Background: an optimization exercise with open tools, aiming at small area. Do not read the settings as production practice. Function was checked by simulation only, so behaviour that the tests miss may differ from the original. Power and IR drop assume default switching activity.

<file path="flow/flow/run.sh">
#!/bin/bash
# Standard ORFS layout with three changes: the combinational cells of the
# standard synthesis are re-mapped for area by Yosys/ABC (flip-flops kept as
# the standard synthesis made them), port buffers use the smallest buffer
# cell, and the clock tree uses small buffers without dummy loads.
# Each tool's output goes to a log file here.
set -euo pipefail
export BUFFER_PORTS_ARGS="-buffer_cell sky130_fd_sc_hd__buf_1"
export CTS_ARGS="-sink_clustering_enable -repair_clock_nets -dont_use_dummy_load -buf_list sky130_fd_sc_hd__clkbuf_8 -sink_clustering_size 22 -sink_clustering_max_diameter 45"
R=orfs/results/${FLOW_PLATFORM}/peer_table_replay_filter_top/base
LIB=${FLOW_HOME}/platforms/${FLOW_PLATFORM}/lib/sky130_fd_sc_hd__tt_025C_1v80.lib
YOSYS=$(command -v yosys || echo "${FLOW_HOME}/../tools/install/yosys/bin/yosys")

bash standard.sh synth > standard_synth.log 2>&1
cp "$R/1_2_yosys.v" std_synth.v
sed -e "s#@LIB@#${LIB}#g" -e "s#@TOP@#${FLOW_TOP}#g" flow/remap.ys > remap.ys
"$YOSYS" -l remap.log -s remap.ys > /dev/null 2>&1
cp remapped.v "$R/1_2_yosys.v"
rm -f "$R/1_synth.odb" "$R/1_synth.sdc"
bash standard.sh > standard.log 2>&1
</file>
<file path="flow/flow/remap.ys">
# Re-maps the combinational cells of the standard synthesis netlist for
# area; the flip-flops (cells, names and connections) are left untouched.
read_liberty -ignore_miss_func @LIB@
read_verilog std_synth.v
hierarchy -top @TOP@
setattr -mod -set keep_hierarchy 1 sky130_fd_sc_hd__dfxtp_1 sky130_fd_sc_hd__edfxtp_1
flatten
opt -purge
abc -liberty @LIB@ -dont_use sky130_fd_sc_hd__probe_p_8 -dont_use sky130_fd_sc_hd__probec_p_8 -dont_use sky130_fd_sc_hd__lpflow_bleeder_1 -dont_use sky130_fd_sc_hd__lpflow_clkbufkapwr_1 -dont_use sky130_fd_sc_hd__lpflow_clkbufkapwr_16 -dont_use sky130_fd_sc_hd__lpflow_clkbufkapwr_2 -dont_use sky130_fd_sc_hd__lpflow_clkbufkapwr_4 -dont_use sky130_fd_sc_hd__lpflow_clkbufkapwr_8 -dont_use sky130_fd_sc_hd__lpflow_clkinvkapwr_1 -dont_use sky130_fd_sc_hd__lpflow_clkinvkapwr_16 -dont_use sky130_fd_sc_hd__lpflow_clkinvkapwr_2 -dont_use sky130_fd_sc_hd__lpflow_clkinvkapwr_4 -dont_use sky130_fd_sc_hd__lpflow_clkinvkapwr_8 -dont_use sky130_fd_sc_hd__lpflow_decapkapwr_12 -dont_use sky130_fd_sc_hd__lpflow_decapkapwr_3 -dont_use sky130_fd_sc_hd__lpflow_decapkapwr_4 -dont_use sky130_fd_sc_hd__lpflow_decapkapwr_6 -dont_use sky130_fd_sc_hd__lpflow_decapkapwr_8 -dont_use sky130_fd_sc_hd__lpflow_inputiso0n_1 -dont_use sky130_fd_sc_hd__lpflow_inputiso0p_1 -dont_use sky130_fd_sc_hd__lpflow_inputiso1n_1 -dont_use sky130_fd_sc_hd__lpflow_inputiso1p_1 -dont_use sky130_fd_sc_hd__lpflow_inputisolatch_1 -dont_use sky130_fd_sc_hd__lpflow_isobufsrc_1 -dont_use sky130_fd_sc_hd__lpflow_isobufsrc_16 -dont_use sky130_fd_sc_hd__lpflow_isobufsrc_2 -dont_use sky130_fd_sc_hd__lpflow_isobufsrc_4 -dont_use sky130_fd_sc_hd__lpflow_isobufsrc_8 -dont_use sky130_fd_sc_hd__lpflow_isobufsrckapwr_16 -dont_use sky130_fd_sc_hd__lpflow_lsbuf_lh_hl_isowell_tap_1 -dont_use sky130_fd_sc_hd__lpflow_lsbuf_lh_hl_isowell_tap_2 -dont_use sky130_fd_sc_hd__lpflow_lsbuf_lh_hl_isowell_tap_4 -dont_use sky130_fd_sc_hd__lpflow_lsbuf_lh_isowell_4 -dont_use sky130_fd_sc_hd__lpflow_lsbuf_lh_isowell_tap_1 -dont_use sky130_fd_sc_hd__lpflow_lsbuf_lh_isowell_tap_2 -dont_use sky130_fd_sc_hd__lpflow_lsbuf_lh_isowell_tap_4 -dont_use sky130_fd_sc_hd__fill_1 -dont_use sky130_fd_sc_hd__fill_2 -dont_use sky130_fd_sc_hd__fill_4 -dont_use sky130_fd_sc_hd__fill_8  -script +strash;dch;map,-a;strash;dch;map,-a;strash;dch;map,-a
opt_clean -purge
hilomap -singleton -hicell sky130_fd_sc_hd__conb_1 HI -locell sky130_fd_sc_hd__conb_1 LO
splitnets
opt_clean -purge
stat -liberty @LIB@
blackbox sky130_fd_sc_hd__dfxtp_1 sky130_fd_sc_hd__edfxtp_1
write_verilog -noattr -nohex -nodec remapped.v
</file>
<file path="flow/standard.sh">
#!/bin/bash
# synth_recipe.tcl (not shown) runs the flow's synth.tcl, then flattens the netlist and writes it again
# the make line also repeats each setting of config.mk as NAME=value (left out here)
make -C /OpenROAD-flow-scripts/flow DESIGN_CONFIG=/design/flow/config.mk WORK_HOME=/design/flow/orfs CLKGATE_MAP_FILE= SYNTH_SCRIPT=/design/flow/synth_recipe.tcl "${@:-finish}"
</file>
<file path="flow/config.mk">
export PLATFORM = sky130hd
export DESIGN_NAME = peer_table_replay_filter_top
export DESIGN_NICKNAME = peer_table_replay_filter_top
export VERILOG_FILES = /design/flow/design.v
export SDC_FILE = /design/flow/constraint.sdc
export NUM_CORES = 4
export LEC_CHECK = 0
export CAP_MARGIN = 20
export CORE_MARGIN = 2
export CORE_UTILIZATION = 60
export SLEW_MARGIN = 20
</file>
<file path="flow/constraint.sdc">
create_clock -name core_clock -period 5.0 [get_ports {clock}]
set_input_delay 1.0000 -clock core_clock [delete_from_list [all_inputs] [get_ports {clock}]]
set_output_delay 1.0000 -clock core_clock [all_outputs]
set_load 0.01 [all_outputs]
</file>
<file path="flow/design.v">
`timescale 1ns / 1ps
`default_nettype none
package ptrf_pkg;
   localparam int PEER_SLOTS_DEFAULT = 8;
   localparam int MODE_W   = 2;
   localparam int MAC_W    = 48;
   localparam int MEMBER_W = 8;
   localparam int SEQ_W    = 32;
   localparam int STATUS_W = 3;
   localparam int SLOT_W   = 3;
   localparam logic [MODE_W-1:0] MODE_LEARN  = 2'd0;
   localparam logic [MODE_W-1:0] MODE_ACCEPT = 2'd1;
   localparam logic [MODE_W-1:0] MODE_LOOKUP = 2'd2;
   localparam logic [MODE_W-1:0] MODE_CLEAR  = 2'd3;
   localparam logic [STATUS_W-1:0] STATUS_OK          = 3'd0;
   localparam logic [STATUS_W-1:0] STATUS_MAC_REFUSED = 3'd1;
   localparam logic [STATUS_W-1:0] STATUS_UNKNOWN     = 3'd2;
   localparam logic [STATUS_W-1:0] STATUS_FULL        = 3'd3;
   localparam logic [STATUS_W-1:0] STATUS_STALE       = 3'd4;
   localparam logic [STATUS_W-1:0] STATUS_NO_MATCH    = 3'd5;
endpackage
`default_nettype wire
`timescale 1ns / 1ps
`default_nettype none
module ptrf_match (
   input  logic clock,
   input  logic restart,
   input  logic in_member,
   input  logic in_mac,
   input  logic in_seq,
   input  logic tap_bit,
   input  logic op_bit,
   output logic member_eq,
   output logic mac_eq,
   output logic seq_le
);
   logic member_eq_ff, mac_eq_ff, seq_le_ff;
   logic diff;
   assign diff = tap_bit ^ op_bit;
   always_ff @(posedge clock) begin
      if (restart) begin
         member_eq_ff <= 1'b1;
         mac_eq_ff    <= 1'b1;
         seq_le_ff    <= 1'b1;
      end else begin
         if (in_member && diff) member_eq_ff <= 1'b0;
         if (in_mac && diff)    mac_eq_ff    <= 1'b0;
         if (in_seq && diff)    seq_le_ff    <= tap_bit;
      end
   end
   assign member_eq = member_eq_ff;
   assign mac_eq    = mac_eq_ff;
   assign seq_le    = seq_le_ff;
endmodule
`default_nettype wire
`timescale 1ns / 1ps
`default_nettype none
module ptrf_store #(
   parameter int PEER_SLOTS = ptrf_pkg::PEER_SLOTS_DEFAULT,
   parameter int SLOT_BITS  = 89,
   parameter int WIN_LO     = 8,
   parameter int WIN_W      = ptrf_pkg::MAC_W
) (
   input  logic             clock,
   input  logic             wr_bit,
   output logic             head_bit,
   output logic             tap_bit,
   output logic [WIN_W-1:0] win
);
   localparam int RING = PEER_SLOTS * SLOT_BITS;
   logic [RING-1:0] ring_ff;
   always_ff @(posedge clock) begin
      ring_ff <= {wr_bit, ring_ff[RING-1:1]};
   end
   assign head_bit = ring_ff[0];
   assign tap_bit  = ring_ff[SLOT_BITS];
   assign win      = ring_ff[SLOT_BITS + WIN_W - 1 : SLOT_BITS];
endmodule
`default_nettype wire
`timescale 1ns / 1ps
`default_nettype none
module peer_table_replay_filter_top #(
   parameter int PEER_SLOTS = ptrf_pkg::PEER_SLOTS_DEFAULT
) (
   input  logic                          clock,
   input  logic                          reset,
   input  logic                          csr_write_enable,
   input  logic                          csr_write_data,
   input  logic                          req_valid,
   output logic                          req_stall,
   input  logic [ptrf_pkg::MODE_W-1:0]   req_mode,
   input  logic [ptrf_pkg::MAC_W-1:0]    req_peer_mac,
   input  logic [ptrf_pkg::MEMBER_W-1:0] req_member_id,
   input  logic [ptrf_pkg::SEQ_W-1:0]    req_sequence_req,
   input  logic                          req_reset_window,
   output logic                          rsp_valid,
   input  logic                          rsp_stall,
   output logic [ptrf_pkg::STATUS_W-1:0] rsp_status,
   output logic                          rsp_found,
   output logic [ptrf_pkg::SLOT_W-1:0]   rsp_slot,
   output logic [ptrf_pkg::MAC_W-1:0]    rsp_found_mac
);
   localparam int IDX_W     = ptrf_pkg::SLOT_W;
   localparam int MEM_LO    = 0;
   localparam int MAC_LO    = MEM_LO + ptrf_pkg::MEMBER_W;
   localparam int SEQ_LO    = MAC_LO + ptrf_pkg::MAC_W;
   localparam int VLD_BIT   = SEQ_LO + ptrf_pkg::SEQ_W;
   localparam int SLOT_BITS = VLD_BIT + 1;
   localparam int BIT_W     = $clog2(SLOT_BITS);
   localparam int OP_GROUPS = (SLOT_BITS - 1) / 8;
   localparam logic [ptrf_pkg::STATUS_W-1:0] CODE_CLEAR  = 3'd6;
   localparam logic [ptrf_pkg::STATUS_W-1:0] CODE_LOOKUP = 3'd7;
   logic [BIT_W-1:0]              bit_ff;
   logic [IDX_W-1:0]              slot_ff;
   logic                          init_ff;
   logic                          scan_ff;
   logic                          fin_ff;
   logic                          pass2_ff;
   logic                          provisioned_ff;
   logic                          pending_ff;
   logic [ptrf_pkg::STATUS_W-1:0] code_ff, code_in;
   logic                          fd_in;
   logic [IDX_W-1:0]              sl_ff;
   logic                          found, mac_out;
   logic                          head_bit, tap_bit, op_bit, st_bit, wr_bit;
   logic [ptrf_pkg::MAC_W-1:0]    win;
   logic [SLOT_BITS-2:0]          op_vec;
   logic [7:0]                    sel_lo;
   logic [OP_GROUPS:0]            sel_hi;
   logic                          first, last_bit, last_slot;
   logic                          in_member, in_mac, in_seq;
   logic                          member_eq, mac_eq, seq_le;
   logic                          decide, done, start;
   logic                          wr_macmem, wr_seq, clr_valid;
   always_comb begin
      for (int i = 0; i < 8; i++) begin
         sel_lo[i] = (bit_ff[2:0] == 3'(i));
      end
      for (int j = 0; j <= OP_GROUPS; j++) begin
         sel_hi[j] = (bit_ff[BIT_W-1:3] == (BIT_W-3)'(j));
      end
   end
   assign first     = sel_hi[0] && sel_lo[0];
   assign last_bit  = sel_hi[OP_GROUPS];
   assign last_slot = (slot_ff == IDX_W'(PEER_SLOTS - 1));
   assign in_member = sel_hi[0];
   assign in_mac    = |sel_hi[SEQ_LO/8-1:MAC_LO/8];
   assign in_seq    = |sel_hi[OP_GROUPS-1:SEQ_LO/8];
   assign op_vec = {req_sequence_req, req_peer_mac, req_member_id};
   always_comb begin
      logic [OP_GROUPS-1:0] grp;
      for (int j = 0; j < OP_GROUPS; j++) begin
         grp[j] = |(op_vec[8*j +: 8] & sel_lo);
      end
      op_bit = |(grp & sel_hi[OP_GROUPS-1:0]);
   end
   assign st_bit = op_bit ^ in_mac;
   ptrf_store #(
      .PEER_SLOTS (PEER_SLOTS),
      .SLOT_BITS  (SLOT_BITS),
      .WIN_LO     (MAC_LO),
      .WIN_W      (ptrf_pkg::MAC_W)
   ) u_store (
      .clock    (clock),
      .wr_bit   (wr_bit),
      .head_bit (head_bit),
      .tap_bit  (tap_bit),
      .win      (win)
   );
   ptrf_match u_match (
      .clock     (clock),
      .restart   (last_bit),
      .in_member (in_member),
      .in_mac    (in_mac),
      .in_seq    (in_seq),
      .tap_bit   (tap_bit),
      .op_bit    (st_bit),
      .member_eq (member_eq),
      .mac_eq    (mac_eq),
      .seq_le    (seq_le)
   );
   assign start  = req_valid && !pending_ff && !init_ff && !scan_ff && !fin_ff &&
                   first && (slot_ff == '0);
   assign decide = scan_ff && last_bit;
   always_comb begin
      logic hit;
      logic valid_now;
      valid_now = tap_bit;
      done  = 1'b0;
      code_in = ptrf_pkg::STATUS_OK;
      fd_in   = 1'b0;
      hit   = 1'b0;
      case (req_mode)
         ptrf_pkg::MODE_LEARN: begin
            if (!pass2_ff) begin
               hit  = valid_now && (mac_eq || member_eq);
               done = hit || (last_slot && provisioned_ff);
               if (hit) begin
                  fd_in = 1'b1;
                  if (provisioned_ff && !mac_eq) begin
                     code_in = ptrf_pkg::STATUS_MAC_REFUSED;
                  end
               end else begin
                  code_in = ptrf_pkg::STATUS_UNKNOWN;
               end
            end else begin
               hit  = !valid_now;
               done = hit || last_slot;
               if (hit) begin
                  fd_in = 1'b1;
               end else begin
                  code_in = ptrf_pkg::STATUS_FULL;
               end
            end
         end
         ptrf_pkg::MODE_ACCEPT: begin
            hit  = valid_now && mac_eq;
            done = hit || last_slot;
            if (hit) begin
               fd_in = 1'b1;
               if (!req_reset_window && seq_le) begin
                  code_in = ptrf_pkg::STATUS_STALE;
               end
            end else begin
               code_in = ptrf_pkg::STATUS_NO_MATCH;
            end
         end
         ptrf_pkg::MODE_LOOKUP: begin
            hit  = valid_now && member_eq;
            done = hit || last_slot;
            if (hit) begin
               fd_in   = 1'b1;
               code_in = CODE_LOOKUP;
            end else begin
               code_in = ptrf_pkg::STATUS_NO_MATCH;
            end
         end
         default: begin
            done    = last_slot;
            code_in = CODE_CLEAR;
         end
      endcase
   end
   assign wr_macmem = fin_ff && (req_mode == ptrf_pkg::MODE_LEARN) &&
                      (code_ff == ptrf_pkg::STATUS_OK);
   assign wr_seq    = fin_ff && (req_mode == ptrf_pkg::MODE_ACCEPT) &&
                      (code_ff == ptrf_pkg::STATUS_OK);
   assign clr_valid = scan_ff && (req_mode == ptrf_pkg::MODE_CLEAR);
   always_comb begin
      wr_bit = head_bit;
      if (init_ff) begin
         wr_bit = 1'b0;
      end else if (last_bit) begin
         wr_bit = (head_bit || wr_macmem) && !clr_valid;
      end else if ((wr_macmem && (in_member || in_mac)) || (wr_seq && in_seq)) begin
         wr_bit = st_bit;
      end
   end
   assign req_stall = !(fin_ff && last_bit);
   always_ff @(posedge clock) begin
      if (reset) begin
         bit_ff         <= '0;
         slot_ff        <= '0;
         init_ff        <= 1'b1;
         scan_ff        <= 1'b0;
         fin_ff         <= 1'b0;
         pass2_ff       <= 1'b0;
         provisioned_ff <= 1'b0;
         pending_ff     <= 1'b0;
      end else begin
         if (last_bit) begin
            bit_ff  <= '0;
            slot_ff <= slot_ff + IDX_W'(1);
         end else begin
            bit_ff <= bit_ff + BIT_W'(1);
         end
         if (last_bit && last_slot) begin
            init_ff <= 1'b0;
         end
         if (start) begin
            scan_ff <= 1'b1;
         end else if (decide && done) begin
            scan_ff <= 1'b0;
            fin_ff  <= 1'b1;
         end else if (decide && last_slot) begin
            pass2_ff <= 1'b1;
         end
         if (fin_ff && last_bit) begin
            fin_ff   <= 1'b0;
            pass2_ff <= 1'b0;
         end
         if (csr_write_enable) begin
            provisioned_ff <= csr_write_data;
         end
         if (pending_ff) begin
            pending_ff <= !rsp_valid;
         end else begin
            pending_ff <= fin_ff && last_bit;
         end
      end
   end
   always_ff @(posedge clock) begin
      if (decide) begin
         code_ff <= code_in;
         sl_ff   <= fd_in ? slot_ff : '0;
      end
   end
   assign rsp_valid     = pending_ff && !rsp_stall &&
                          (!mac_out || ((slot_ff == sl_ff) && sel_hi[MAC_LO/8] && sel_lo[0]));
   assign mac_out       = (code_ff == CODE_LOOKUP);
   assign found         = (code_ff == ptrf_pkg::STATUS_OK) || (code_ff == CODE_LOOKUP) ||
                          (code_ff == ptrf_pkg::STATUS_MAC_REFUSED) ||
                          (code_ff == ptrf_pkg::STATUS_STALE);
   assign rsp_status    = (code_ff[2] && code_ff[1]) ? ptrf_pkg::STATUS_OK : code_ff;
   assign rsp_found     = found;
   assign rsp_slot      = sl_ff;
   assign rsp_found_mac = ~(win | {ptrf_pkg::MAC_W{!mac_out}});
endmodule
`default_nettype wire
</file>
==> key figures, run 1 <==
STA
  – Final setup fails: 0
  – Relative slew slack: 41.3%
  – Unrepaired setup endpoints after global routing: false
  – FMAX: 0.290 GHz
  – Final setup TNS: 0 ps
  – Worst slew pin tran: about 880 ps
  – Crit path time final: 3450 ps
  – Clk_skew: 85.5 ps
  – Final Cycle Share: 69.0%
  – Slew Viols, Final: 0
  – Final Hold Viols: 0

Run
  – Max cap viols: 0

Clocking
  – Num CTS Buffers: 46
  – Clock Path Buffers: 3
  – Clock slew seen by the registers of the worst setup and hold paths: 120 ps
  – Setup bufs post-CTS: 0
  – CTS Hold Bufs: 0
  – Number of gates resized after cts: 0
  – Htree depth: 2
  – Skew-Pair Late Insertion Delay: 580 ps
  – CTS sink count: between 700 and 800
  – CTS tree: built
  – Root Buffer: clkbuf_8

Pwr
  – Pleak: 7.03 nW
  – Sw Ratio: a little under a fifth
  – Flop pwr share: 70.4%
  – Clock Power Share: 28.2%
  – Combinational fraction of design power: about 1.3%
  – Pwr Density: between 400 and 500 nW/µm²
  – Internal: a little under 0.007 W
  – NetSw: 0.00160 W
  – Worst vdd ir: 335 µV
  – Power Total: 0.00835 W

Critical path
  – Crit. Startpoint: bit_ff[3]$_SDFF_PP0_
  – Setup Crit Path Kind: reg2out
  – CP Capture Point: req_stall
  – Reg-to-Reg Start: bit_ff[1]$_SDFF_PP0_
  – CP startpoint kind: flip-flop
  – CP max FO: 8
  – R2r setup slk: about 1600 ps
  – Reg2reg path depth: 12
  – Critical R2R Capture: u_store.ring_ff[711]$_SDFF_PP0_
  – CP required: 4000 ps
  – Worst path arrival time: 2450 ps
  – Setup crit end kind: output port

Layout
  – Share of cells above drive strength 1: under 10%
  – Final Non-Filler Cells: 1581
  – Ant. Diodes: 0
  – Nets: 1339
  – Area growth syn-to-layout: 10.2%

Floorplanning
  – Row cnt: 60
  – Die Ht: roughly 170 µm
  – I/O Pins: about 150
  – Die W: 169 µm
  – Core area: between 20000 and 30000 µm²
  – Initial Util: between 60% and 70%
  – Die area: 28500 µm²

Drt
  – Final ANT Viol Nets: 0
  – Total routed wirelength: 21.5 mm
  – Initial DRT Pass Iterations: 5
  – Vias per cell: about 4.6
  – DRC viols: 0
  – DR iter-0 viols: 348
  – Vias: 7305
  – Routed len/inst: ~14 µm

Global routing
  – Pin count of the biggest net entering global routing: 51
  – Vias in the first global route: 7199
  – Grt ovf: 0
  – Tot GR Track Use: 15.1%
  – First-pass GRT wire length: between 30 and 40 mm
  – Initial antenna violation count: 0

Synth
  – Synth warnings: 3
  – Syn Area/Cell: 15.7 µm²
  – Post-Syn Nets: 1134
  – Post-synthesis instance total: 1037
  – Post-synthesis cell area: between 15000 and 20000 µm²

Outcome
  – Run status: no timing/DRC/antenna violations

Placement
  – Routability cong.: around 0.9
  – Placed insts: 1535
  – HPWL after DPL: ~13 mm
  – IO buf count: 153

Min path
  – Min-delay worst type: reg2reg
[registers in the layout, summed over array words and instances (netlist names)]
register              count
code_ff                   3
init_ff                   1
u_match.seq_le_ff         1
provisioned_ff            1
fin_ff                    1
slot_ff                   3
scan_ff                   1
u_match.member_eq_ff      1
bit_ff                    7
sl_ff                     3
u_match.mac_eq_ff         1
pending_ff                1
pass2_ff                  1
u_store.ring_ff         712
[layer usage]
layer  up-vias  GRT usage [%]  part of all wire (%)
met1      3329           23.0                    52
met5         -              0                     0
met4         0           5.88                   3.1
met2       193           21.0                    39
li1       3721              -                     -
met3        62           3.60                   5.8
[final cells by class]
cell class	count	area [µm²]
timing repair buffer	157	604
tap	341	427
clock buffer	46	633
multi-input combinational	262	1320
fill	1963	8860
sequential	737	14800
inverter	38	143
[power by group through the flow]
stage / Combinational [W] / Clock, W / Sequential [W]
floorplan: 0.0000567 / 0 / 0.00602
global placement: 0.000110 / 0 / 0.00602
detailed placement: 0.000110 / 0 / 0.00602
CTS: 0.000110 / 0.00246 / 0.00588
global route: 0.000124 / 0.00268 / 0.00589
finish: 0.000112 / 0.00236 / 0.00588
[placed cells by master, fill, tap and decap left out, types with 2 or more instances in the layout]
cell,n
a22oi_1,14
edfxtp_1,6
o2111ai_1,5
buf_4,4
nand3_1,6
a31oi_1,5
nor2_1,98
nand2_1,39
buf_1,153
a221oi_1,5
o21ai_0,18
nor3_1,5
o211ai_1,2
clkbuf_8,46
clkinv_1,38
a21oi_1,29
dfxtp_1,731
a211oi_1,3
nor4_1,5
o22ai_1,8
o221ai_1,6
nand4_1,3
[worst max-delay path, stage by stage (launching register included)]
cell and delay, ps:
dfxtp_1 510, clkinv_1 290, nor2_1 260, clkinv_1 180
nor2_1 350, nand2_1 140, buf_1 160
[worst min-delay path by stage]
| stage | start | end | slack, ps | cells after the start |
|---|---|---|---|---|
| after floorplan | u_store.ring_ff[1]$_DFF_P_ | u_store.ring_ff[0]$_DFF_P_ | 310 | 0 |
| after global placement | u_store.ring_ff[190]$_DFF_P_ | u_store.ring_ff[189]$_DFF_P_ | 310 | 0 |
| after detailed placement | u_store.ring_ff[144]$_DFF_P_ | u_store.ring_ff[143]$_DFF_P_ | 310 | 0 |
| after CTS | u_store.ring_ff[463]$_DFF_P_ | u_store.ring_ff[462]$_DFF_P_ | 250 | 0 |
| after global routing | u_store.ring_ff[703]$_DFF_P_ | u_store.ring_ff[702]$_DFF_P_ | 250 | 0 |
| final | u_store.ring_ff[463]$_DFF_P_ | u_store.ring_ff[462]$_DFF_P_ | 260 | 0 |
[stage by stage]
step	setup slack, ps	hold WS (ps)	area (µm²)	utilization, %
after CTS	1540	250	17900	66.9
after floorplan	2130	310	16300	-
after detailed placement	1700	312	17300	64.6
final	1550	261	17900	66.9
after global placement	1860	311	17300	64.6
after global routing	1280	254	17900	66.9
==> inputs of run 2 (changes only) <==
--- a/flow/config.mk
+++ b/flow/config.mk
@@ -8,4 +8,6 @@
 export CAP_MARGIN = 20
 export CORE_MARGIN = 2
 export CORE_UTILIZATION = 60
+export GPL_ROUTABILITY_DRIVEN = 0
+export GPL_TIMING_DRIVEN = 0
 export SLEW_MARGIN = 20
==> run 2 against run 1 <==
Sequential power barely moved; via count decreased by 0.53%; flip-flop and latch count unchanged; count of clock-buffer cells in the layout is the same; final area decreased by 0.12%; final cell count is 0.19% lower; non-clock buffer count shrank 3; largest cell class unchanged.
==> key figures, run 2 <==
Global routing
  – Initial antenna violation count: 0 (unchanged)
  – Tot GR Track Use: 14.7% (was 15.1%)
  – Vias in the first global route: 6854 (was 7199)
  – Pin count of the biggest net entering global routing: 51 (unchanged)
  – First-pass GRT wire length: 33.7 mm (was 34.8 mm)
  – Grt ovf: 0 (unchanged)

STA
  – Final setup TNS: 0 ps (unchanged)
  – Final Cycle Share: 78.4% (was 69.0%)
  – Relative slew slack: 31.8% (was 41.3%)
  – Crit path time final: 3920 ps (was 3450 ps)
  – Final Hold Viols: 0 (unchanged)
  – Clk_skew: 70.0 ps (was 85.5 ps)
  – Slew Viols, Final: 0 (unchanged)
  – Worst slew pin tran: 1020 ps (was 877 ps)
  – Final setup fails: 0 (unchanged)
  – FMAX: 0.255 GHz (was 0.290 GHz)
  – Unrepaired setup endpoints after global routing: false (unchanged)

Placement
  – HPWL after DPL: 12.7 mm (about the same)
  – IO buf count: 153 (unchanged)
  – Post-DP Area: 17300 µm² (about the same)

Layout
  – Commonest non-fill, non-tap cell in the layout: dfxtp_1 (unchanged)
  – Largest registers: u_store.ring_ff (712), bit_ff (7) (unchanged)
  – Max reg flops: 712 (unchanged)
  – Final Util: 66.9% (about the same)
  – Nets: 1336 (was 1339)
  – Area growth syn-to-layout: 10.1% (was 10.2%)
  – Commonest cells after routing, fill and taps aside: 731 x dfxtp_1, 153 x buf_1, 98 x nor2_1 (unchanged)
  – Ant. Diodes: 0 (unchanged)
  – Most flops, register: u_store.ring_ff (unchanged)
  – Share of cells above drive strength 1: 4.12% (was 4.27%)
  – Final std cell area, no fill: 17900 µm² (about the same)

Clocking
  – Skew-Pair Late Insertion Delay: 560 ps (was 580 ps)
  – Number of gates resized after cts: 0 (unchanged)
  – Num CTS Buffers: 46 (unchanged)
  – Htree depth: 2 (unchanged)
  – CTS tree: built (unchanged)
  – CTS sink count: 737 (unchanged)
  – CTS Hold Bufs: 0 (unchanged)
  – Setup bufs post-CTS: 0 (unchanged)
  – Clock slew seen by the registers of the worst setup and hold paths: 110 ps (was 120 ps)
  – Root Buffer: clkbuf_8 (unchanged)
  – Clock Path Buffers: 3 (unchanged)

Outcome
  – Run status: no timing/DRC/antenna violations (unchanged)

Floorplanning
  – Initial Util: 60.7% (unchanged)
  – I/O Pins: 154 (unchanged)
  – Core area: 26800 µm² (unchanged)
  – Row cnt: 60 (unchanged)
  – Die area: 28500 µm² (unchanged)
  – Die W: 169 µm (unchanged)
  – Die Ht: 169 µm (unchanged)

Synth
  – Post-synthesis cell area: 16300 µm² (unchanged)
  – Post-Syn Nets: 1134 (unchanged)
  – Post-synthesis instance total: 1037 (unchanged)
  – Syn Area/Cell: 15.7 µm² (unchanged)
  – Synth warnings: 3 (unchanged)

Drt
  – Total routed wirelength: 21.1 mm (was 21.5 mm)
  – Initial DRT Pass Iterations: 4 (was 5)
  – Vias: 7266 (was 7305)
  – Final ANT Viol Nets: 0 (unchanged)
  – Vias per cell: 4.60 (was 4.62)
  – DR iter-0 viols: 424 (was 348)
  – DRC viols: 0 (unchanged)
  – Routed len/inst: 13.4 µm (was 13.6 µm)

Critical path
  – CP required: 4000 ps (about the same)
  – Setup crit end kind: output port (unchanged)
  – CP startpoint kind: flip-flop (unchanged)
  – Setup Crit Path Kind: reg2out (unchanged)
  – CP max FO: 15 (was 8)
  – Worst path arrival time: 2920 ps (was 2450 ps)

Run
  – Max cap viols: 0 (unchanged)

Min path
  – Min-delay worst type: reg2reg (unchanged)

Pwr
  – Pwr Density: 465 nW/µm² (was 466 nW/µm²)
  – Pleak: 7.02 nW (was 7.03 nW)
  – Worst vdd ir: 307 µV (was 335 µV)
run 2: changes by cell type in the layout (fill, tap and decap cells not counted):
cell	delta
buf_4	-3
clkinv_1	-1
clkinv_2	+1
run 2: per-stage QoR:
stage,hold WS [ps],setup WS (ps),instances,power (W)
finish,278,1080,1578,0.00834
global route,274,813,1578,0.00867
CTS,259,1090,1577,0.00844
detailed placement,312,1250,1531,0.00612
global placement,311,1190,1531,0.00612
floorplan,310,2130,1037,0.00607
run 2: layer usage:
metal	vias to the layer above	GRT usage (%)	wire length, µm
met5	-	0	0
met4	0	5.40	546
met3	51	3.41	1200
met2	181	20.3	8120
met1	3314	22.6	11300
li1	3720	-	-
run 2: where the power goes:
group / switching [W] / total (W) / internal, W / leakage, nW
combinational: 0.0000636 / 0.000108 / 0.0000444 / 0.749
clock: 0.00152 / 0.00235 / 0.000831 / 0.331
sequential: 0.00000553 / 0.00588 / 0.00588 / 5.94
total: 0.00159 / 0.00834 / 0.00675 / 7.02
run 2: final timing paths:
check / start / to / slack [ps] / depth (start not counted)
hold / removal: u_store.ring_ff[459]$_DFF_P_ / u_store.ring_ff[458]$_DFF_P_ / 280 / 0
hold reg to reg: u_store.ring_ff[459]$_DFF_P_ / u_store.ring_ff[458]$_DFF_P_ / 280 / 0
setup / recovery: bit_ff[0]$_SDFF_PP0_ / rsp_valid / 1080 / 6
setup reg to reg: bit_ff[2]$_SDFF_PP0_ / u_store.ring_ff[711]$_SDFF_PP0_ / 1160 / 10
run 2: critical path: stages, from the launching register on:
cell and delay [ps]:
dfxtp_1 350, nor2_1 800, clkinv_1 390, nor2_1 310
a31oi_1 130, nor3b_1 270, buf_1 180
run 2: area by class of cell:
type / instances / area [µm²]
multi-input combinational: 262 / 1320
inverter: 38 / 144
sequential: 737 / 14800
clock buffer: 46 / 633
fill: 1982 / 8880
timing repair buffer: 154 / 582
tap: 341 / 427
==> inputs of run 3 (changes only) <==
--- a/flow/config.mk
+++ b/flow/config.mk
@@ -8,6 +8,5 @@
 export CAP_MARGIN = 20
 export CORE_MARGIN = 2
 export CORE_UTILIZATION = 60
-export GPL_ROUTABILITY_DRIVEN = 0
 export GPL_TIMING_DRIVEN = 0
 export SLEW_MARGIN = 20
==> run 3 against run 2 <==
Via count fell by 0.50%; still clean on timing, DRC and antenna; area after synthesis stayed put; register-to-register slack got worse by 90 ps.
==> key figures, run 3 <==
Outcome
  – Run status: no timing/DRC/antenna violations (unchanged)

Placement
  – Routability cong.: 0.872
  – HPWL after DPL: 12.5 mm (was 12.7 mm)
  – Placed insts: 1531 (unchanged)
  – IO buf count: 153 (unchanged)

STA
  – Final Cycle Share: 79.8% (was 78.4%)
  – Unrepaired setup endpoints after global routing: false (unchanged)
  – Clk_skew: 61.1 ps (was 70.0 ps)
  – FMAX: 0.251 GHz (was 0.255 GHz)
  – Final setup TNS: 0 ps (unchanged)
  – Relative slew slack: 28.6% (was 31.8%)
  – Final Hold Viols: 0 (unchanged)
  – Worst slew pin tran: 1070 ps (was 1020 ps)
  – Slew Viols, Final: 0 (unchanged)
  – Worst hold slack: 264 ps (was 278 ps)
  – Crit path time final: 3990 ps (was 3920 ps)
  – Final setup fails: 0 (unchanged)

Synth
  – Post-synthesis cell area: 16300 µm² (unchanged)
  – Post-Syn Nets: 1134 (unchanged)
  – Synth warnings: 3 (unchanged)
  – Syn Area/Cell: 15.7 µm² (unchanged)
  – Post-synthesis instance total: 1037 (unchanged)

Pwr
  – Clock Power Share: 28.1% (was 28.2%)
  – Pwr Density: 465 nW/µm² (about the same)
  – NetSw: 0.00159 W (about the same)
  – Pleak: 7.00 nW (was 7.02 nW)
  – Internal: 0.00674 W (was 0.00675 W)
  – Sw Ratio: 19.1% (was 19.0%)
  – Worst vdd ir: 335 µV (was 307 µV)
  – Flop pwr share: 70.6% (was 70.5%)
  – Combinational fraction of design power: 1.3% (about the same)

Global routing
  – First-pass GRT wire length: 34.6 mm (was 33.7 mm)
  – Vias in the first global route: 6948 (was 6854)
  – Tot GR Track Use: 15.0% (was 14.7%)
  – Grt ovf: 0 (unchanged)
  – Initial antenna violation count: 0 (unchanged)
  – Pin count of the biggest net entering global routing: 51 (unchanged)

Layout
  – Commonest cells after routing, fill and taps aside: 731 x dfxtp_1, 153 x buf_1, 98 x nor2_1 (unchanged)
  – Nets: 1334 (was 1336)
  – Share of cells above drive strength 1: 3.97% (was 4.12%)
  – Area growth syn-to-layout: 9.96% (was 10.1%)
  – Largest registers: u_store.ring_ff (712), bit_ff (7) (unchanged)
  – Commonest non-fill, non-tap cell in the layout: dfxtp_1 (unchanged)
  – Max reg flops: 712 (unchanged)
  – Final Non-Filler Cells: 1576 (was 1578)
  – Ant. Diodes: 0 (unchanged)
  – Most flops, register: u_store.ring_ff (unchanged)

Floorplanning
  – Row cnt: 60 (unchanged)
  – Die area: 28500 µm² (unchanged)
  – Die W: 169 µm (unchanged)
  – I/O Pins: 154 (unchanged)
  – Core area: 26800 µm² (unchanged)
  – Initial Util: 60.7% (unchanged)
  – Die Ht: 169 µm (unchanged)

Clocking
  – Htree depth: 2 (unchanged)
  – Number of gates resized after cts: 0 (unchanged)
  – Skew-Pair Late Insertion Delay: 570 ps (was 560 ps)
  – CTS sink count: 737 (unchanged)
  – Clock slew seen by the registers of the worst setup and hold paths: 110 ps (about the same)
  – Num CTS Buffers: 45 (was 46)
  – CTS tree: built (unchanged)
  – Root Buffer: clkbuf_8 (unchanged)
  – Clock Path Buffers: 3 (unchanged)
  – CTS Hold Bufs: 0 (unchanged)
  – Setup bufs post-CTS: 0 (unchanged)

Critical path
  – Reg-to-Reg Start: bit_ff[2]$_SDFF_PP0_ (unchanged)
  – Worst path arrival time: 2990 ps (was 2920 ps)
  – R2r setup slk: 1070 ps (was 1160 ps)
  – Reg2reg path depth: 10 (unchanged)
  – Setup crit end kind: output port (unchanged)
  – Setup Crit Path Kind: reg2out (unchanged)
  – CP max FO: 15 (unchanged)
  – Critical R2R Capture: u_store.ring_ff[711]$_SDFF_PP0_ (unchanged)
  – CP startpoint kind: flip-flop (unchanged)
  – CP required: 4000 ps (about the same)

Drt
  – Vias per cell: 4.59 (was 4.60)
  – Total routed wirelength: 21.1 mm (about the same)
  – Initial DRT Pass Iterations: 6 (was 4)
  – DR iter-0 viols: 429 (was 424)
  – Final ANT Viol Nets: 0 (unchanged)
  – DRC viols: 0 (unchanged)
  – Vias: 7230 (was 7266)
  – Routed len/inst: 13.4 µm (about the same)

Min path
  – Hold endpoint: u_store.ring_ff[638]$_DFF_P_ (was u_store.ring_ff[458]$_DFF_P_)
  – Hold Path Origin: u_store.ring_ff[639]$_DFF_P_ (was u_store.ring_ff[459]$_DFF_P_)
  – Min-delay worst type: reg2reg (unchanged)
  – Hold Path Depth: 0 (unchanged)

Run
  – Max cap viols: 0 (unchanged)
[run 3: final cells by class]
type	instances	area [µm²]
Clock buffer	45	619
Inverter	38	144
Tap cell	341	427
Fill cell	1985	8900
Timing Repair Buffer	153	574
Multi-Input combinational cell	262	1320
Sequential cell	737	14800
[run 3: per-stage QoR]
stage | cell area [µm²] | total power [W] | setup slack (ps) | util (%)
after floorplan | 16300 | 0.00607 | 2130 | -
after global placement | 17300 | 0.00612 | 944 | 64.5
after detailed placement | 17300 | 0.00612 | 1210 | 64.5
after CTS | 17900 | 0.00843 | 1010 | 66.8
after global routing | 17900 | 0.00866 | 699 | 66.8
final | 17900 | 0.00833 | 1010 | 66.8
[run 3: worst max path at each step]
stage	startpoint	to	slack, ps	cells after the start
floorplan	code_ff[2]$_DFFE_PP_	rsp_valid	2130	5
global placement	bit_ff[2]$_SDFF_PP0_	u_store.ring_ff[711]$_SDFF_PP0_	940	10
detailed placement	bit_ff[2]$_SDFF_PP0_	u_store.ring_ff[711]$_SDFF_PP0_	1210	10
CTS	bit_ff[0]$_SDFF_PP0_	rsp_valid	1010	6
global route	bit_ff[2]$_SDFF_PP0_	u_store.ring_ff[711]$_SDFF_PP0_	700	10
finish	bit_ff[0]$_SDFF_PP0_	rsp_valid	1010	6
[run 3: critical path, cell delays in order, from the launching register on]
cell and delay (ps):
dfxtp_1 360, nor2_1 820, clkinv_1 390, nor2_1 320
a31oi_1 130, nor3b_1 270, buf_1 180
[run 3: power groups by stage]
stage          combinational, W  sequential [W]  clock [W]
2_1_floorplan         0.0000567         0.00602          0
3_3_place_gp           0.000104         0.00602          0
3_5_place_dp           0.000105         0.00602          0
4_1_cts                0.000106         0.00588    0.00244
5_1_grt                0.000119         0.00589    0.00266
6_report               0.000107         0.00588    0.00234
[run 3: layer usage]
layer  track usage (%)  up-vias  wire (µm)
met5                 0        -          0
met4              5.28        0        531
met3              3.74       48       1120
met2              20.4      155       8120
met1              23.3     3315      11300
li1                  -     3712          -
==> inputs of run 4 (changes only) <==
--- a/flow/config.mk
+++ b/flow/config.mk
@@ -7,6 +7,6 @@
 export LEC_CHECK = 0
 export CAP_MARGIN = 20
 export CORE_MARGIN = 2
-export CORE_UTILIZATION = 60
+export CORE_UTILIZATION = 50
 export GPL_TIMING_DRIVEN = 0
 export SLEW_MARGIN = 20
==> run 4 against run 3 <==
Hold slack better by 16 ps; sequential power about the same; via count up 1.3%; largest cell class unchanged; critical path depth unchanged; largest power group unchanged.
==> key figures, run 4 <==
Critical path
  – CP required: 4000 ps (about the same)
  – CP top delay family: simple AND/OR/NAND/NOR gates (unchanged)
  – CP startpoint kind: flip-flop (unchanged)
  – R2r setup slk: 1080 ps (was 1070 ps)
  – Reg-to-Reg Start: bit_ff[2]$_SDFF_PP0_ (unchanged)
  – CP max FO: 15 (unchanged)
  – Largest stage delay, worst path: 810 ps (was 820 ps)
  – Critical path's slowest cell: nor2_1 (unchanged)
  – Setup Crit Path Kind: reg2out (unchanged)
  – WP depth: 6 (unchanged)
  – Reg2reg path depth: 10 (unchanged)
  – Worst path arrival time: 3030 ps (was 2990 ps)
  – Critical R2R Capture: u_store.ring_ff[711]$_SDFF_PP0_ (unchanged)
  – Crit path top cell by count: nor2_1 (unchanged)
  – Setup crit end kind: output port (unchanged)
  – Worst Path Buf+Inv: 2 (unchanged)
  – Crit. Startpoint: bit_ff[0]$_SDFF_PP0_ (unchanged)
  – Crit path cell chain: nor2_1 > clkinv_1 > nor2_1 > a31oi_1 > nor3b_1 > buf_1 (unchanged)

STA
  – FMAX: 0.248 GHz (was 0.251 GHz)
  – Worst slew pin tran: 1030 ps (was 1070 ps)
  – Final setup TNS: 0 ps (unchanged)
  – Crit path time final: 4030 ps (was 3990 ps)
  – Relative slew slack: 31.2% (was 28.6%)
  – Slew Viols, Final: 0 (unchanged)
  – Final Cycle Share: 80.7% (was 79.8%)
  – Unrepaired setup endpoints after global routing: false (unchanged)
  – Final Hold Viols: 0 (unchanged)
  – Final setup margin: 966 ps (was 1010 ps)
  – Clk_skew: 55.7 ps (was 61.1 ps)
  – Final setup fails: 0 (unchanged)

Clocking
  – Clock Path Buffers: 3 (unchanged)
  – Skew-Pair Late Insertion Delay: 580 ps (was 570 ps)
  – Root Buffer: clkbuf_8 (unchanged)
  – CTS Hold Bufs: 0 (unchanged)
  – Num CTS Buffers: 47 (was 45)
  – Htree depth: 2 (unchanged)
  – Clock slew seen by the registers of the worst setup and hold paths: 100 ps (was 110 ps)
  – Setup bufs post-CTS: 0 (unchanged)
  – Number of gates resized after cts: 0 (unchanged)
  – CTS tree: built (unchanged)
  – CTS sink count: 737 (unchanged)

Global routing
  – Initial antenna violation count: 0 (unchanged)
  – Pin count of the biggest net entering global routing: 51 (unchanged)
  – Vias in the first global route: 7118 (was 6948)
  – Grt ovf: 0 (unchanged)
  – First-pass GRT wire length: 35.1 mm (was 34.6 mm)
  – Tot GR Track Use: 12.8% (was 15.0%)

Placement
  – Routability cong.: 0.903 (was 0.872)
  – Pre-CTS setup slack: 1130 ps (was 1210 ps)
  – Placed insts: 1632 (was 1531)
  – IO buf count: 153 (unchanged)
  – HPWL after DPL: 12.7 mm (was 12.5 mm)
  – Post-DP Area: 17400 µm² (was 17300 µm²)

Drt
  – Vias: 7323 (was 7230)
  – Initial DRT Pass Iterations: 5 (was 6)
  – Final ANT Viol Nets: 0 (unchanged)
  – DRC viols: 0 (unchanged)
  – DR iter-0 viols: 347 (was 429)
  – Total routed wirelength: 21.4 mm (was 21.1 mm)
  – Vias per cell: 4.36 (was 4.59)
  – Routed len/inst: 12.8 µm (was 13.4 µm)

Pwr
  – Pwr Density: 464 nW/µm² (was 465 nW/µm²)
  – NetSw: 0.00161 W (was 0.00159 W)
  – Combinational fraction of design power: 1.3% (about the same)
  – Pleak: 7.02 nW (was 7.00 nW)
  – Clock Power Share: 28.5% (was 28.1%)
  – Worst vdd ir: 196 µV (was 335 µV)
  – Flop pwr share: 70.2% (was 70.6%)
  – Internal: 0.00677 W (was 0.00674 W)
  – Power Total: 0.00838 W (was 0.00833 W)
  – Sw Ratio: 19.2% (was 19.1%)

Layout
  – Final Non-Filler Cells: 1679 (was 1576)
  – Share of cells above drive strength 1: 4.20% (was 3.97%)
  – Area growth syn-to-layout: 10.9% (was 9.96%)
  – Commonest non-fill, non-tap cell in the layout: dfxtp_1 (unchanged)
  – Commonest cells after routing, fill and taps aside: 731 x dfxtp_1, 153 x buf_1, 97 x nor2_1 (was 731 x dfxtp_1, 153 x buf_1, 98 x nor2_1)
  – Largest registers: u_store.ring_ff (712), bit_ff (7) (unchanged)
  – Max reg flops: 712 (unchanged)
  – Ant. Diodes: 0 (unchanged)
  – Nets: 1336 (was 1334)
  – Final std cell area, no fill: 18100 µm² (was 17900 µm²)
  – Most flops, register: u_store.ring_ff (unchanged)

Floorplanning
  – I/O Pins: 154 (unchanged)
  – Initial Util: 50.4% (was 60.7%)
  – Row cnt: 66 (was 60)
  – Die Ht: 184 µm (was 169 µm)
  – Die W: 184 µm (was 169 µm)
  – Core area: 32300 µm² (was 26800 µm²)
  – Die area: 34000 µm² (was 28500 µm²)

Synth
  – Syn Area/Cell: 15.7 µm² (unchanged)
  – Synth warnings: 3 (unchanged)
  – Post-synthesis instance total: 1037 (unchanged)
  – Post-synthesis cell area: 16300 µm² (unchanged)
  – Post-Syn Nets: 1134 (unchanged)

Min path
  – Hold Path Origin: u_store.ring_ff[217]$_DFF_P_ (was u_store.ring_ff[639]$_DFF_P_)
  – Min-delay worst type: reg2reg (unchanged)
  – Hold Path Depth: 0 (unchanged)
  – Hold endpoint: u_store.ring_ff[216]$_DFF_P_ (was u_store.ring_ff[638]$_DFF_P_)

Outcome
  – Run status: no timing/DRC/antenna violations (unchanged)

Run
  – Max cap viols: 0 (unchanged)
[run 4: final cells by class]
class,instances,area [µm²]
well taps,442,553
fillers,2619,14200
inverters,38,144
flip-flops and latches,737,14800
repair buffers,153,574
clock buffers,47,647
multi-input cells,262,1320
[run 4: how the worst max path moves through the flow]
stage               slack (ps)                              end
global placement          1180  u_store.ring_ff[711]$_SDFF_PP0_
floorplan                 2130                        rsp_valid
finish                     970                        rsp_valid
detailed placement        1130  u_store.ring_ff[711]$_SDFF_PP0_
global route               670                        rsp_valid
CTS                        980                        rsp_valid
[run 4: metrics by stage]
step           util [%]  hold slack (ps)
6_report           55.9              281
5_1_grt            55.9              286
4_1_cts            55.9              266
3_5_place_dp       53.9              312
3_3_place_gp       53.9              312
2_1_floorplan         -              310
[run 4: power by group through the flow]
stage,registers [W],logic (W),clock network [W]
floorplan,0.00602,0.0000567,0
global placement,0.00602,0.000105,0
detailed placement,0.00602,0.000106,0
CTS,0.00588,0.000107,0.00250
global route,0.00589,0.000119,0.00270
finish,0.00588,0.000109,0.00239
[run 4: per-layer routing]
layer / part of all wire, % / vias up / global-route usage (%)
li1: - / 3723 / -
met1: 54 / 3358 / 20.3
met2: 37 / 178 / 17.0
met3: 5.4 / 64 / 2.77
met4: 2.9 / 0 / 4.51
met5: 0 / - / 0
==> inputs of run 5 (changes only) <==
--- a/flow/config.mk
+++ b/flow/config.mk
@@ -7,6 +7,6 @@
 export LEC_CHECK = 0
 export CAP_MARGIN = 20
 export CORE_MARGIN = 2
-export CORE_UTILIZATION = 50
+export CORE_UTILIZATION = 65
 export GPL_TIMING_DRIVEN = 0
 export SLEW_MARGIN = 20
==> run 5 against run 4 <==
Flip-flop and latch count unchanged; area after synthesis unchanged; critical path depth did not move; via count about the same; count of clock-buffer cells in the layout shrank 3; sequential power about the same; final area down 1.1%; register-to-register slack better by 80 ps; final cell count shrank 7.2%; non-clock buffer count unchanged; clock skew fell by 7.7 ps; routed wire length is 1.5% higher; largest cell class unchanged; highest routed layer unchanged.
==> key figures, run 5 <==
Layout
  – Largest registers: u_store.ring_ff (712), bit_ff (7) (unchanged)
  – Most flops, register: u_store.ring_ff (unchanged)
  – Final Non-Filler Cells: 1558 (was 1679)
  – Area growth syn-to-layout: 9.75% (was 10.9%)
  – Commonest cells after routing, fill and taps aside: 731 x dfxtp_1, 153 x buf_1, 98 x nor2_1 (was 731 x dfxtp_1, 153 x buf_1, 97 x nor2_1)
  – Commonest non-fill, non-tap cell in the layout: dfxtp_1 (unchanged)
  – Share of cells above drive strength 1: 3.89% (was 4.20%)
  – Max reg flops: 712 (unchanged)
  – Final Util: 73.0% (was 55.9%)
  – Nets: 1333 (was 1336)
  – Final std cell area, no fill: 17900 µm² (was 18100 µm²)
  – Ant. Diodes: 0 (unchanged)

Global routing
  – Grt ovf: 0 (unchanged)
  – First-pass GRT wire length: 35.0 mm (was 35.1 mm)
  – Pin count of the biggest net entering global routing: 51 (unchanged)
  – Vias in the first global route: 7016 (was 7118)
  – Tot GR Track Use: 16.7% (was 12.8%)
  – Initial antenna violation count: 0 (unchanged)

Run
  – Max cap viols: 0 (unchanged)

Drt
  – DRC viols: 0 (unchanged)
  – DR iter-0 viols: 441 (was 347)
  – Vias: 7321 (was 7323)
  – Vias per cell: 4.70 (was 4.36)
  – Routed len/inst: 14.0 µm (was 12.8 µm)
  – Initial DRT Pass Iterations: 5 (unchanged)
  – Final ANT Viol Nets: 0 (unchanged)
  – Total routed wirelength: 21.7 mm (was 21.4 mm)

Pwr
  – Worst vdd ir: 358 µV (was 196 µV)
  – Pwr Density: 466 nW/µm² (was 464 nW/µm²)
  – Pleak: 7.00 nW (was 7.02 nW)

Placement
  – HPWL after DPL: 12.9 mm (was 12.7 mm)
  – Placed insts: 1514 (was 1632)
  – Routability cong.: 0.885 (was 0.903)
  – IO buf count: 153 (unchanged)
  – Post-DP Area: 17300 µm² (was 17400 µm²)

Critical path
  – CP max FO: 15 (unchanged)
  – Setup crit end kind: output port (unchanged)
  – CP startpoint kind: flip-flop (unchanged)
  – Setup Crit Path Kind: reg2out (unchanged)
  – Worst path arrival time: 2960 ps (was 3030 ps)
  – CP required: 4000 ps (about the same)

STA
  – Final setup fails: 0 (unchanged)
  – Final Cycle Share: 79.1% (was 80.7%)
  – Final Hold Viols: 0 (unchanged)
  – Crit path time final: 3960 ps (was 4030 ps)
  – Slew Viols, Final: 0 (unchanged)
  – Relative slew slack: 32.6% (was 31.2%)
  – Final setup TNS: 0 ps (unchanged)
  – Clk_skew: 48.1 ps (was 55.7 ps)
  – FMAX: 0.253 GHz (was 0.248 GHz)
  – Unrepaired setup endpoints after global routing: false (unchanged)
  – Worst slew pin tran: 1010 ps (was 1030 ps)

Clocking
  – Htree depth: 2 (unchanged)
  – CTS Hold Bufs: 0 (unchanged)
  – Number of gates resized after cts: 0 (unchanged)
  – Clock slew seen by the registers of the worst setup and hold paths: 120 ps (was 100 ps)
  – CTS sink count: 737 (unchanged)
  – Skew-Pair Late Insertion Delay: 560 ps (was 580 ps)
  – Setup bufs post-CTS: 0 (unchanged)
  – Root Buffer: clkbuf_8 (unchanged)
  – Num CTS Buffers: 44 (was 47)
  – CTS tree: built (unchanged)
  – Clock Path Buffers: 3 (unchanged)

Synth
  – Post-synthesis instance total: 1037 (unchanged)
  – Post-synthesis cell area: 16300 µm² (unchanged)
  – Post-Syn Nets: 1134 (unchanged)
  – Synth warnings: 3 (unchanged)
  – Syn Area/Cell: 15.7 µm² (unchanged)

Floorplanning
  – Core area: 24500 µm² (was 32300 µm²)
  – Initial Util: 66.5% (was 50.4%)
  – Die Ht: 162 µm (was 184 µm)
  – Row cnt: 57 (was 66)
  – Die W: 162 µm (was 184 µm)
  – Die area: 26300 µm² (was 34000 µm²)
  – I/O Pins: 154 (unchanged)

Min path
  – Min-delay worst type: reg2reg (unchanged)

Outcome
  – Run status: no timing/DRC/antenna violations (unchanged)
run 5: cell types whose count changed in the layout (fill, tap and decap cells not counted), sizes merged:
cell / delta
clkbuf: -3
run 5: worst paths after layout:
kind	startpoint	end	slack (ps)	cells after the start
max	bit_ff[0]$_SDFF_PP0_	rsp_valid	1040	6
min	u_store.ring_ff[649]$_DFF_P_	u_store.ring_ff[648]$_DFF_P_	290	0
max reg2reg	bit_ff[2]$_SDFF_PP0_	u_store.ring_ff[711]$_SDFF_PP0_	1160	10
min reg2reg	u_store.ring_ff[649]$_DFF_P_	u_store.ring_ff[648]$_DFF_P_	290	0
run 5: final cells by class:
| type | count | area (µm²) |
|---|---|---|
| fill | 1572 | 6600 |
| multi-input combinational | 262 | 1320 |
| inverter | 38 | 144 |
| timing repair buffer | 153 | 574 |
| sequential | 737 | 14800 |
| clock buffer | 44 | 606 |
| tap | 324 | 405 |
run 5: layer usage:
metal / track usage, % / wire, µm / vias to the layer above
met5: 0 / 0 / -
met4: 6.28 / 602 / 0
met3: 3.80 / 1160 / 61
met2: 23.3 / 8670 / 193
met1: 25.7 / 11300 / 3361
li1: - / - / 3706
run 5: worst max-delay path, cell delays in order (launching register included):
cell	delay [ps]
dfxtp_1	360
nor2_1	780
clkinv_1	390
nor2_1	330
a31oi_1	140
nor3b_1	260
buf_1	180
run 5: power breakdown:
part / total [W] / switching [W] / internal (W)
clock network: 0.00233 / 0.00153 / 0.000798
logic: 0.000108 / 0.0000639 / 0.0000437
registers: 0.00588 / 0.00000565 / 0.00588
total: 0.00832 / 0.00160 / 0.00672
run 5: stage by stage:
stage | power [W] | setup WS, ps | hold slack, ps
CTS | 0.00841 | 1020 | 298
global placement | 0.00612 | 1260 | 311
detailed placement | 0.00612 | 1240 | 312
finish | 0.00832 | 1040 | 295
global route | 0.00864 | 737 | 297
floorplan | 0.00607 | 2130 | 310
==> inputs of run 6 (changes only) <==
--- a/flow/flow/run.sh
+++ b/flow/flow/run.sh
@@ -6,7 +6,7 @@
 # Each tool's output goes to a log file here.
 set -euo pipefail
 export BUFFER_PORTS_ARGS="-buffer_cell sky130_fd_sc_hd__buf_1"
-export CTS_ARGS="-sink_clustering_enable -repair_clock_nets -dont_use_dummy_load -buf_list sky130_fd_sc_hd__clkbuf_8 -sink_clustering_size 22 -sink_clustering_max_diameter 45"
+export CTS_ARGS="-sink_clustering_enable -repair_clock_nets -dont_use_dummy_load -buf_list sky130_fd_sc_hd__clkbuf_8 -sink_clustering_size 21 -sink_clustering_max_diameter 40"
 R=orfs/results/${FLOW_PLATFORM}/peer_table_replay_filter_top/base
 LIB=${FLOW_HOME}/platforms/${FLOW_PLATFORM}/lib/sky130_fd_sc_hd__tt_025C_1v80.lib
 YOSYS=$(command -v yosys || echo "${FLOW_HOME}/../tools/install/yosys/bin/yosys")
--- a/flow/config.mk
+++ b/flow/config.mk
@@ -7,6 +7,6 @@
 export LEC_CHECK = 0
 export CAP_MARGIN = 20
 export CORE_MARGIN = 2
-export CORE_UTILIZATION = 65
+export CORE_UTILIZATION = 60
 export GPL_TIMING_DRIVEN = 0
 export SLEW_MARGIN = 20
==> run 6 against run 5 <==
Power increased by 1.3%; clock power is 5% higher; final area increased by 0.58%; sequential share of layout area decreased by 0.48 points; global-route usage shrank 1.7 points; critical endpoint unchanged.
==> key figures, run 6 <==
Global routing
  – Initial antenna violation count: 0 (unchanged)
  – First-pass GRT wire length: 34.7 mm (was 35.0 mm)
  – Tot GR Track Use: 15.1% (was 16.7%)
  – Grt ovf: 0 (unchanged)
  – Vias in the first global route: 7000 (was 7016)
  – Pin count of the biggest net entering global routing: 51 (unchanged)

Clocking
  – CTS tree: built (unchanged)
  – CTS Hold Bufs: 0 (unchanged)
  – Clock Path Buffers: 3 (unchanged)
  – Clock slew seen by the registers of the worst setup and hold paths: 110 ps (was 120 ps)
  – Root Buffer: clkbuf_8 (unchanged)
  – Skew-Pair Late Insertion Delay: 590 ps (was 560 ps)
  – Htree depth: 2 (unchanged)
  – Setup bufs post-CTS: 0 (unchanged)
  – Num CTS Buffers: 50 (was 44)
  – CTS sink count: 737 (unchanged)
  – Number of gates resized after cts: 0 (unchanged)

Layout
  – Largest registers: u_store.ring_ff (712), bit_ff (7) (unchanged)
  – Multi-input gate area: 1320 µm² (unchanged)
  – Nets: 1339 (was 1333)
  – Sequential Area: 14800 µm² (unchanged)
  – Final Non-Filler Cells: 1581 (was 1558)
  – Share of cells above drive strength 1: 4.35% (was 3.89%)
  – Final std cell area, no fill: 18000 µm² (was 17900 µm²)
  – Commonest cells after routing, fill and taps aside: 731 x dfxtp_1, 153 x buf_1, 98 x nor2_1 (unchanged)
  – Fill count: 1982 (was 1572)
  – Max reg flops: 712 (unchanged)
  – Ant. Diodes: 0 (unchanged)
  – Commonest non-fill, non-tap cell in the layout: dfxtp_1 (unchanged)
  – Area growth syn-to-layout: 10.4% (was 9.75%)
  – Most flops, register: u_store.ring_ff (unchanged)

Critical path
  – CP top delay family: simple AND/OR/NAND/NOR gates (unchanged)
  – Setup Crit Path Kind: reg2out (unchanged)
  – Crit path cell chain: nor2_1 > clkinv_1 > nor2_1 > a31oi_1 > nor3b_1 > buf_1 (unchanged)
  – Crit path top cell by count: nor2_1 (unchanged)
  – Crit. Startpoint: bit_ff[0]$_SDFF_PP0_ (unchanged)
  – Reg-to-Reg Start: bit_ff[2]$_SDFF_PP0_ (unchanged)
  – Worst Path Buf+Inv: 2 (unchanged)
  – Setup crit end kind: output port (unchanged)
  – CP required: 4000 ps (about the same)
  – CP max FO: 15 (unchanged)
  – CP startpoint kind: flip-flop (unchanged)
  – Worst path arrival time: 2970 ps (was 2960 ps)
  – Critical path's slowest cell: nor2_1 (unchanged)
  – Largest stage delay, worst path: 810 ps (was 780 ps)

Min path
  – Hold Path Origin: u_store.ring_ff[697]$_DFF_P_ (was u_store.ring_ff[649]$_DFF_P_)
  – Min-delay worst type: reg2reg (unchanged)

Synth
  – Post-Syn Nets: 1134 (unchanged)
  – Synth warnings: 3 (unchanged)
  – Post-synthesis cell area: 16300 µm² (unchanged)
  – Post-synthesis instance total: 1037 (unchanged)
  – Syn Area/Cell: 15.7 µm² (unchanged)

Drt
  – DRC viols: 0 (unchanged)
  – DR iter-0 viols: 387 (was 441)
  – Routed len/inst: 13.3 µm (was 14.0 µm)
  – Vias per cell: 4.60 (was 4.70)
  – Final ANT Viol Nets: 0 (unchanged)
  – Total routed wirelength: 21.1 mm (was 21.7 mm)
  – Vias: 7272 (was 7321)
  – Initial DRT Pass Iterations: 4 (was 5)

Pwr
  – Power Total: 0.00843 W (was 0.00832 W)
  – Pleak: 7.04 nW (was 7.00 nW)
  – Pwr Density: 469 nW/µm² (was 466 nW/µm²)
  – Worst vdd ir: 300 µV (was 358 µV)

Floorplanning
  – Die Ht: 169 µm (was 162 µm)
  – Die W: 169 µm (was 162 µm)
  – Initial Util: 60.7% (was 66.5%)
  – Row cnt: 60 (was 57)
  – Core area: 26800 µm² (was 24500 µm²)
  – Die area: 28500 µm² (was 26300 µm²)
  – I/O Pins: 154 (unchanged)

STA
  – Crit path time final: 3970 ps (was 3960 ps)
  – Final setup fails: 0 (unchanged)
  – Relative slew slack: 28.9% (was 32.6%)
  – Worst slew pin tran: 1060 ps (was 1010 ps)
  – Slew Viols, Final: 0 (unchanged)
  – Unrepaired setup endpoints after global routing: false (unchanged)
  – Clk_skew: 89.9 ps (was 48.1 ps)
  – FMAX: 0.252 GHz (was 0.253 GHz)
  – Final Hold Viols: 0 (unchanged)
  – Final setup TNS: 0 ps (unchanged)
  – Final Cycle Share: 79.3% (was 79.1%)

Placement
  – HPWL after DPL: 12.5 mm (was 12.9 mm)
  – Routability cong.: 0.872 (was 0.885)
  – IO buf count: 153 (unchanged)
  – Placed insts: 1531 (was 1514)
  – Post-DP Area: 17300 µm² (about the same)

Run
  – Max cap viols: 0 (unchanged)

Outcome
  – Run status: no timing/DRC/antenna violations (unchanged)
-- run 6: cell type report --
cell class                      count  area share, %
Timing Repair Buffer              153           3.20
Multi-Input combinational cell    262           7.35
Clock buffer                       50           3.83
Tap cell                          341           2.37
Inverter                           38          0.801
Sequential cell                   737           82.4
-- run 6: path summary, 6_finish.rpt --
path                                          end  slack, ps  cells past startpoint
setup / recovery                        rsp_valid       1030                      6
hold / removal       u_store.ring_ff[696]$_DFF_P_        240                      0
setup reg to reg  u_store.ring_ff[711]$_SDFF_PP0_       1080                     10
hold reg to reg      u_store.ring_ff[696]$_DFF_P_        240                      0
-- run 6: power by group --
part | total [W] | switching [W] | internal (W) | leakage [nW]
sequential | 0.00588 | 0.00000563 | 0.00588 | 5.94
combinational | 0.000107 | 0.0000635 | 0.0000438 | 0.744
clock | 0.00244 | 0.00154 | 0.000899 | 0.359
total | 0.00843 | 0.00161 | 0.00682 | 7.04
-- run 6: worst reg2reg max path, delay by kind of cell, from the launching register on --
kind	cells	cell delay [ps]
AND/OR/NAND/NOR	4	1070
buffers and inverters	2	970
flip-flops	1	830
AO/OA/AOI/OAI	4	910
-- run 6: layer usage --
| layer | GRT usage (%) | part of all wire [%] | vias up |
|---|---|---|---|
| met4 | 5.43 | 2.2 | 0 |
| met5 | 0 | 0 | - |
| li1 | - | - | 3726 |
| met2 | 20.3 | 39 | 167 |
| met1 | 23.5 | 53 | 3336 |
| met3 | 3.65 | 5.5 | 43 |
-- run 6: per-stage QoR --
step | util, % | setup slack [ps] | hold WS, ps
3_5_place_dp | 64.5 | 1210 | 312
4_1_cts | 67.0 | 1020 | 234
6_report | 67.0 | 1030 | 241
5_1_grt | 67.0 | 700 | 240
2_1_floorplan | - | 2130 | 310
3_3_place_gp | 64.5 | 944 | 310
==> inputs of run 7 (changes only) <==
--- a/flow/flow/run.sh
+++ b/flow/flow/run.sh
@@ -6,7 +6,7 @@
 # Each tool's output goes to a log file here.
 set -euo pipefail
 export BUFFER_PORTS_ARGS="-buffer_cell sky130_fd_sc_hd__buf_1"
-export CTS_ARGS="-sink_clustering_enable -repair_clock_nets -dont_use_dummy_load -buf_list sky130_fd_sc_hd__clkbuf_8 -sink_clustering_size 21 -sink_clustering_max_diameter 40"
+export CTS_ARGS="-sink_clustering_enable -repair_clock_nets -dont_use_dummy_load -buf_list sky130_fd_sc_hd__clkbuf_8 -sink_clustering_size 23 -sink_clustering_max_diameter 42"
 R=orfs/results/${FLOW_PLATFORM}/peer_table_replay_filter_top/base
 LIB=${FLOW_HOME}/platforms/${FLOW_PLATFORM}/lib/sky130_fd_sc_hd__tt_025C_1v80.lib
 YOSYS=$(command -v yosys || echo "${FLOW_HOME}/../tools/install/yosys/bin/yosys")
==> run 7 against run 6 <==
Area after synthesis did not move; maximum frequency barely moved; sequential power barely moved; flip-flop and latch count did not move; hold slack improved by 27 ps; final cell count fell by 0.19%; synthesized cell count did not move; first-iteration DRC count rose by 21%; critical path depth did not move; count of clock-buffer cells in the layout fell by 3; clock skew fell by 20 ps; clock power fell by 3%.
==> key figures, run 7 <==
Floorplanning
  – Initial Util: 60.7% (unchanged)
  – Die area: 28500 µm² (unchanged)
  – Die W: 169 µm (unchanged)
  – I/O Pins: 154 (unchanged)

Layout
  – Nets: 1336 (was 1339)
  – Largest registers: u_store.ring_ff (712), bit_ff (7) (unchanged)
  – Sequential Area: 14800 µm² (unchanged)
  – Final Util: 66.9% (was 67.0%)
  – Multi-input gate area: 1320 µm² (unchanged)
  – Final std cell area, no fill: 17900 µm² (was 18000 µm²)

Drt
  – Total routed wirelength: 21.0 mm (was 21.1 mm)
  – Vias: 7234 (was 7272)
  – Vias per cell: 4.58 (was 4.60)
  – Routed len/inst: 13.3 µm (about the same)
  – DRC viols: 0 (unchanged)

Placement
  – Routability cong.: 0.872 (unchanged)
  – Pre-CTS setup slack: 1210 ps (unchanged)

Min path
  – Hold endpoint: u_store.ring_ff[112]$_DFF_P_ (was u_store.ring_ff[696]$_DFF_P_)
  – Min-delay worst type: reg2reg (unchanged)
  – Hold Path Origin: u_store.ring_ff[113]$_DFF_P_ (was u_store.ring_ff[697]$_DFF_P_)

Global routing
  – Tot GR Track Use: 15.0% (was 15.1%)
  – Vias in the first global route: 6960 (was 7000)
  – First-pass GRT wire length: 34.5 mm (was 34.7 mm)

STA
  – Slew Viols, Final: 0 (unchanged)
  – Unrepaired setup endpoints after global routing: false (unchanged)
  – Final setup TNS: 0 ps (unchanged)
  – Worst slew pin tran: 1090 ps (was 1060 ps)
  – Relative slew slack: 27.4% (was 28.9%)
  – Final setup margin: 1030 ps (about the same)
  – Clk_skew: 69.5 ps (was 89.9 ps)

Critical path
  – Reg2reg path depth: 10 (unchanged)
  – Setup crit end kind: output port (unchanged)
  – CP startpoint kind: flip-flop (unchanged)
  – R2r setup slk: 1120 ps (was 1080 ps)
  – Reg-to-Reg Start: bit_ff[2]$_SDFF_PP0_ (unchanged)

Pwr
  – Pwr Density: 467 nW/µm² (was 469 nW/µm²)

Clocking
  – Clock Path Buffers: 3 (unchanged)
  – Htree depth: 2 (unchanged)
  – CTS Hold Bufs: 0 (unchanged)
  – Clock slew seen by the registers of the worst setup and hold paths: 110 ps (about the same)
  – Setup bufs post-CTS: 0 (unchanged)
  – Skew-Pair Late Insertion Delay: 550 ps (was 590 ps)
  – Root Buffer: clkbuf_8 (unchanged)
  – Number of gates resized after cts: 0 (unchanged)

Synth
  – Post-Syn Nets: 1134 (unchanged)
  – Post-synthesis instance total: 1037 (unchanged)
  – Synth warnings: 3 (unchanged)

Outcome
  – Run status: no timing/DRC/antenna violations (unchanged)

Run
  – Max cap viols: 0 (unchanged)
==> run 7: cell count changes in the layout (fill, tap and decap cells not counted), sizes merged <==
cell,before,now
clkbuf,50,47
==> run 7: where the power goes <==
part | total, W | internal [W] | switching [W]
clock | 0.00237 | 0.000848 | 0.00153
sequential | 0.00588 | 0.00588 | 0.00000566
combinational | 0.000107 | 0.0000438 | 0.0000632
total | 0.00836 | 0.00677 | 0.00160
==> run 7: how the worst max path moves through the flow <==
stage / start / endpoint / slack, ps / cells after the start
after floorplan: code_ff[2]$_DFFE_PP_ / rsp_valid / 2130 / 5
after global placement: bit_ff[2]$_SDFF_PP0_ / u_store.ring_ff[711]$_SDFF_PP0_ / 940 / 10
after detailed placement: bit_ff[2]$_SDFF_PP0_ / u_store.ring_ff[711]$_SDFF_PP0_ / 1210 / 10
after CTS: bit_ff[0]$_SDFF_PP0_ / rsp_valid / 1000 / 6
after global routing: bit_ff[2]$_SDFF_PP0_ / u_store.ring_ff[711]$_SDFF_PP0_ / 700 / 10
final: bit_ff[0]$_SDFF_PP0_ / rsp_valid / 1030 / 6
==> run 7: area by class of cell <==
| class | instances | share of cell area, % |
|---|---|---|
| Multi-Input combinational cell | 262 | 7.37 |
| Timing Repair Buffer | 153 | 3.20 |
| Inverter | 38 | 0.803 |
| Tap cell | 341 | 2.38 |
| Clock buffer | 47 | 3.61 |
| Sequential cell | 737 | 82.6 |
==> run 7: routing by layer <==
layer	vias to the layer above	share of wire, %	routed length (µm)	global-route usage (%)
met2	161	39	8300	20.7
met1	3311	53	11200	23.0
met5	-	0	0	0
met4	0	2.2	459	5.06
li1	3718	-	-	-
met3	44	5.1	1080	3.67
==> run 7: metrics by stage <==
| step | hold WS, ps | total power (W) | instances |
|---|---|---|---|
| CTS | 250 | 0.00847 | 1578 |
| floorplan | 310 | 0.00607 | 1037 |
| detailed placement | 312 | 0.00612 | 1531 |
| finish | 268 | 0.00836 | 1578 |
| global placement | 310 | 0.00612 | 1531 |
| global route | 258 | 0.00870 | 1578 |
==> run 7: worst max-delay path, stage by stage (launching register included) <==
cell and delay (ps):
dfxtp_1 360, nor2_1 790, clkinv_1 390, nor2_1 320, a31oi_1 130, nor3b_1 270
buf_1 180

Setup slack of run 7, layout unchanged: 1.034 ns with ideal ports, 0.991 ns with driving cells assumed (clock clkbuf_16, inputs buf_2), 1.116 ns with port delays also shifted by the 0.576 ns mid clock arrival.
